From an optimization exercise on the open Yosys and OpenROAD flow, aimed at small area, a short achievable clock period and few clock cycles per item; shortcuts taken in it are not production practice.
Where RTL was checked, it was by simulation tests only, not by an equivalence proof against the original.

==> amber: inputs <==
Design qubit_measure, start of the top module:
module qubit_measure (
    input  logic               clk,
    input  logic               rst,
    input  logic               in_valid,
    output logic               in_ready,
    input  logic signed [15:0] in_alpha,
    input  logic signed [15:0] in_beta,
    output logic               out_valid,
    input  logic               out_ready,
    output logic               out_bit,
    output logic [15:0]        out_alpha,
    output logic [15:0]        out_beta,
    output logic               out_err
);
Settings: LEC_CHECK=0, CAP_MARGIN=20, CORE_MARGIN=2, CORE_UTILIZATION=40, CTS_BUF_LIST=sky130_fd_sc_hd__clkbuf_8, CTS_CLUSTER_DIAMETER=100, CTS_CLUSTER_SIZE=15, PLACE_DENSITY=0.75, SLEW_MARGIN=20, SYNTH_HIERARCHICAL=1, SYNTH_MINIMUM_KEEP_SIZE=0; clock period 11.0 ns.
standard.sh (not shown) runs the stock make flow with config.mk's settings and CLKGATE_MAP_FILE= SYNTH_SCRIPT=/design/flow/synth_recipe.tcl, a recipe that flattens the netlist after the stock synthesis.
==> flow/flow/run.sh <==
#!/bin/bash
set -euo pipefail
export SETUP_SLACK_MARGIN=7.6
export POST_SYNTH_TCL="$(pwd)/flow/downsize.tcl"
bash standard.sh > standard.log 2>&1
==> flow/flow/downsize.tcl <==
# Run after synthesis (POST_SYNTH_TCL): set every combinational cell that
# synthesis gave a drive strength above 1 to its drive-1 variant. The timing
# repair later sizes up what the critical paths need. Registers keep their
# cell type and size.
set n 0
foreach inst [get_cells *] {
  set m [get_property $inst ref_name]
  if {[regexp {^(sky130_fd_sc_hd__[a-z0-9]+)_([0-9]+)$} $m -> base sz] && $sz > 1} {
    if {[regexp {df|dl|sdf|edf|conb|clkbuf|clkinv|clkdly|tap|fill|decap} $base]} { continue }
    set cand "${base}_1"
    if {[llength [get_lib_cells -quiet */$cand]] > 0} {
      replace_cell $inst $cand
      incr n
    }
  }
}
puts "downsize: $n cells set to drive strength 1"
==> onyx (differences from amber) <==
==> flow/flow/run.sh (replaced) <==
#!/bin/bash
set -euo pipefail
export SETUP_SLACK_MARGIN=7.8
export POST_SYNTH_TCL="$(pwd)/flow/downsize.tcl"
bash standard.sh > standard.log 2>&1
--- a/flow/config.mk
+++ b/flow/config.mk
@@ -10,6 +10,4 @@
 export CORE_UTILIZATION = 40
-export CTS_BUF_LIST = sky130_fd_sc_hd__clkbuf_8
 export CTS_CLUSTER_DIAMETER = 100
-export CTS_CLUSTER_SIZE = 15
-export PLACE_DENSITY = 0.75
+export CTS_CLUSTER_SIZE = 20
 export SLEW_MARGIN = 20
==> comparison <==
onyx passed the timing, design-rule and antenna checks. amber passed the timing, design-rule and antenna checks.
In onyx the setup slack is better than in amber, by 0.031 ns.
Against amber, the global-route usage of onyx is higher by 2.0 points.
Between amber and onyx, the lower register-to-register slack is in amber (gap 0.03 ns).
Of amber and onyx, onyx has the higher routed wire length (gap 10%, measured against onyx).
Critical path depth is the same in amber and onyx.
First-iteration DRC count: onyx is lower than amber (about 19%).
In die area, onyx and amber do not differ.
Cell area: onyx is larger than amber (5.2%).
==> figures <==
                                                                      amber          onyx
End of the worst hold path                                       zr_q$_DFF_P_  zt_q$_DFF_P_
Delay of the slowest critical-path stage                              0.35 ns       0.36 ns
Post-cts sizing count                                                      69           196
Number of buffers added by the clock tree synthesis step                   31            26
HPWL reported at the end of detailed placement                       47.12 mm      51.09 mm
Overall routing resource usage                                         0.1890        0.2086
Wirelength, routed                                                   70.07 mm      78.27 mm
Clock Latency Late Sink                                               0.68 ns       0.60 ns
Highest routed layer                                                     met5          met4
Result of the run                                    timing/DRC/antenna clean  timing/DRC/antenna clean
Worst setup margin                                                   7.636 ns      7.667 ns
Number of global-route vias before repair                              20,790        21,550
Non-clock buffer share                                                0.02592       0.04973
Count of clock-net buffers in the final layout                             32            29
Last weighted congestion value of the routability-driven placer        0.8523        0.8486
Testbench counts of amber, summed over its fixed seeds: cycles 2,088, items 2,048.
Testbench counts of onyx, summed over its fixed seeds: cycles 2,088, items 2,048.


==> trial 83: inputs <==
qubit_measure, a different RTL version from the one above (not shown whole).
==> flow/config.mk <==
export PLATFORM = sky130hd
export DESIGN_NAME = qubit_measure
export DESIGN_NICKNAME = qubit_measure
export VERILOG_FILES = /design/flow/design.v
export SDC_FILE = /design/flow/constraint.sdc
export NUM_CORES = 4
export LEC_CHECK = 0
export CAP_MARGIN = 20
export CORE_MARGIN = 2
export CORE_UTILIZATION = 40
export CTS_BUF_LIST = sky130_fd_sc_hd__clkbuf_8
export CTS_CLUSTER_DIAMETER = 100
export CTS_CLUSTER_SIZE = 15
export PLACE_DENSITY = 0.75
export SLEW_MARGIN = 20
export SYNTH_HIERARCHICAL = 1
export SYNTH_MINIMUM_KEEP_SIZE = 0
==> flow/constraint.sdc <==
create_clock -name core_clock -period 11.0 [get_ports {clk}]
set_input_delay 2.2000 -clock core_clock [delete_from_list [all_inputs] [get_ports {clk}]]
set_output_delay 2.2000 -clock core_clock [all_outputs]
set_load 0.01 [all_outputs]
==> flow/flow/run.sh <==
#!/bin/bash
set -euo pipefail
export SETUP_SLACK_MARGIN=7.6
export POST_SYNTH_TCL="$(pwd)/flow/downsize.tcl"
bash standard.sh > standard.log 2>&1
Scripts as last shown in full above: flow/flow/downsize.tcl
==> inputs of build 37, as changes to trial 83 <==
Settings changed: CTS_BUF_LIST sky130_fd_sc_hd__clkbuf_8 to default, CTS_CLUSTER_SIZE 15 to 20.
==> comparison <==
- Trial 83 finished clean. Build 37 produced a clean layout.
- Between build 37 and trial 83, the lower sequential share of layout area is in build 37 (gap 0.32 points).
- Of build 37 and trial 83, build 37 has the higher global-route usage (gap 0.18 points).
- Between build 37 and trial 83, the lower utilization is in trial 83 (gap 0.55 points).
- Maximum frequency: trial 83 is higher than build 37 (0.94%).
- Between trial 83 and build 37, the lower setup slack is in build 37 (gap 34 ps).
- Of build 37 and trial 83, build 37 has the higher critical path depth (gap 1).
==> figures <==
metric                                                               build 37    trial 83
Outcome                                              timing/DRC/antenna clean  timing/DRC/antenna clean
Crit path setup slack, layout                                         7397 ps     7431 ps
Final core utilization                                                 0.4563      0.4508
GR Util All Layers                                                     0.1922      0.1904
Maximum fanout along the worst path                                         5           9
Terminus of the critical flop-to-flop path                            xg_q[8]     xg_q[7]
Sum of met2 wire segment lengths after detailed routing             31,560 µm   30,970 µm
Worst Reg-to-Reg Cells                                                     11          10
Layout cells sized above 1                                             0.1096     0.09746
Reg-to-reg critical path startpoint                                   e1_q[0]     e2_q[0]
Number of antenna violations at the first check in global routing           0           1
Clock-pin slew on the worst setup and hold paths                        80 ps      110 ps
No run of this note included a check of the RTL's function; only the layout flow was run.

## afterwards: timing with drivers on the ports
No port has a modelled driver above. Below, the same layouts with a new extraction and two added sets of constraints.
Step 1: set_driving_cell puts a clkbuf_16 on clk and a buf_2 on each other input, an assumption about the parent block.
Step 2 also shifts input and output timing later by t, the mid clock arrival at the registers, as if the neighbouring blocks saw the same clock.
Three values: ideal ports, drivers, drivers and shift; two values: the first two.
run	t (ns)	setup WS [ns]	hold WS [ns]	worst setup path after step 2	slew at the worst register clock pin (ns)
amber	0.715	7.636 / 7.579 / 6.985	0.334 / 0.334 / 0.334	input to register	0.10 / 0.10
onyx	0.655	7.667 / 7.605 / 7.268	0.325 / 0.325 / 0.325	input to register	0.09 / 0.09
trial 83	0.718	7.431 / 7.431 / 7.116	0.338 / 0.338 / 0.338	input to register	0.11 / 0.11
build 37	0.619	7.397 / 7.397 / 7.187	0.334 / 0.334 / 0.334	input to register	0.09 / 0.09
After both steps every run listed still meets setup and hold. The setup slack of amber, which loses most, moves by -0.057 ns with the drivers and by -0.651 ns with both steps.
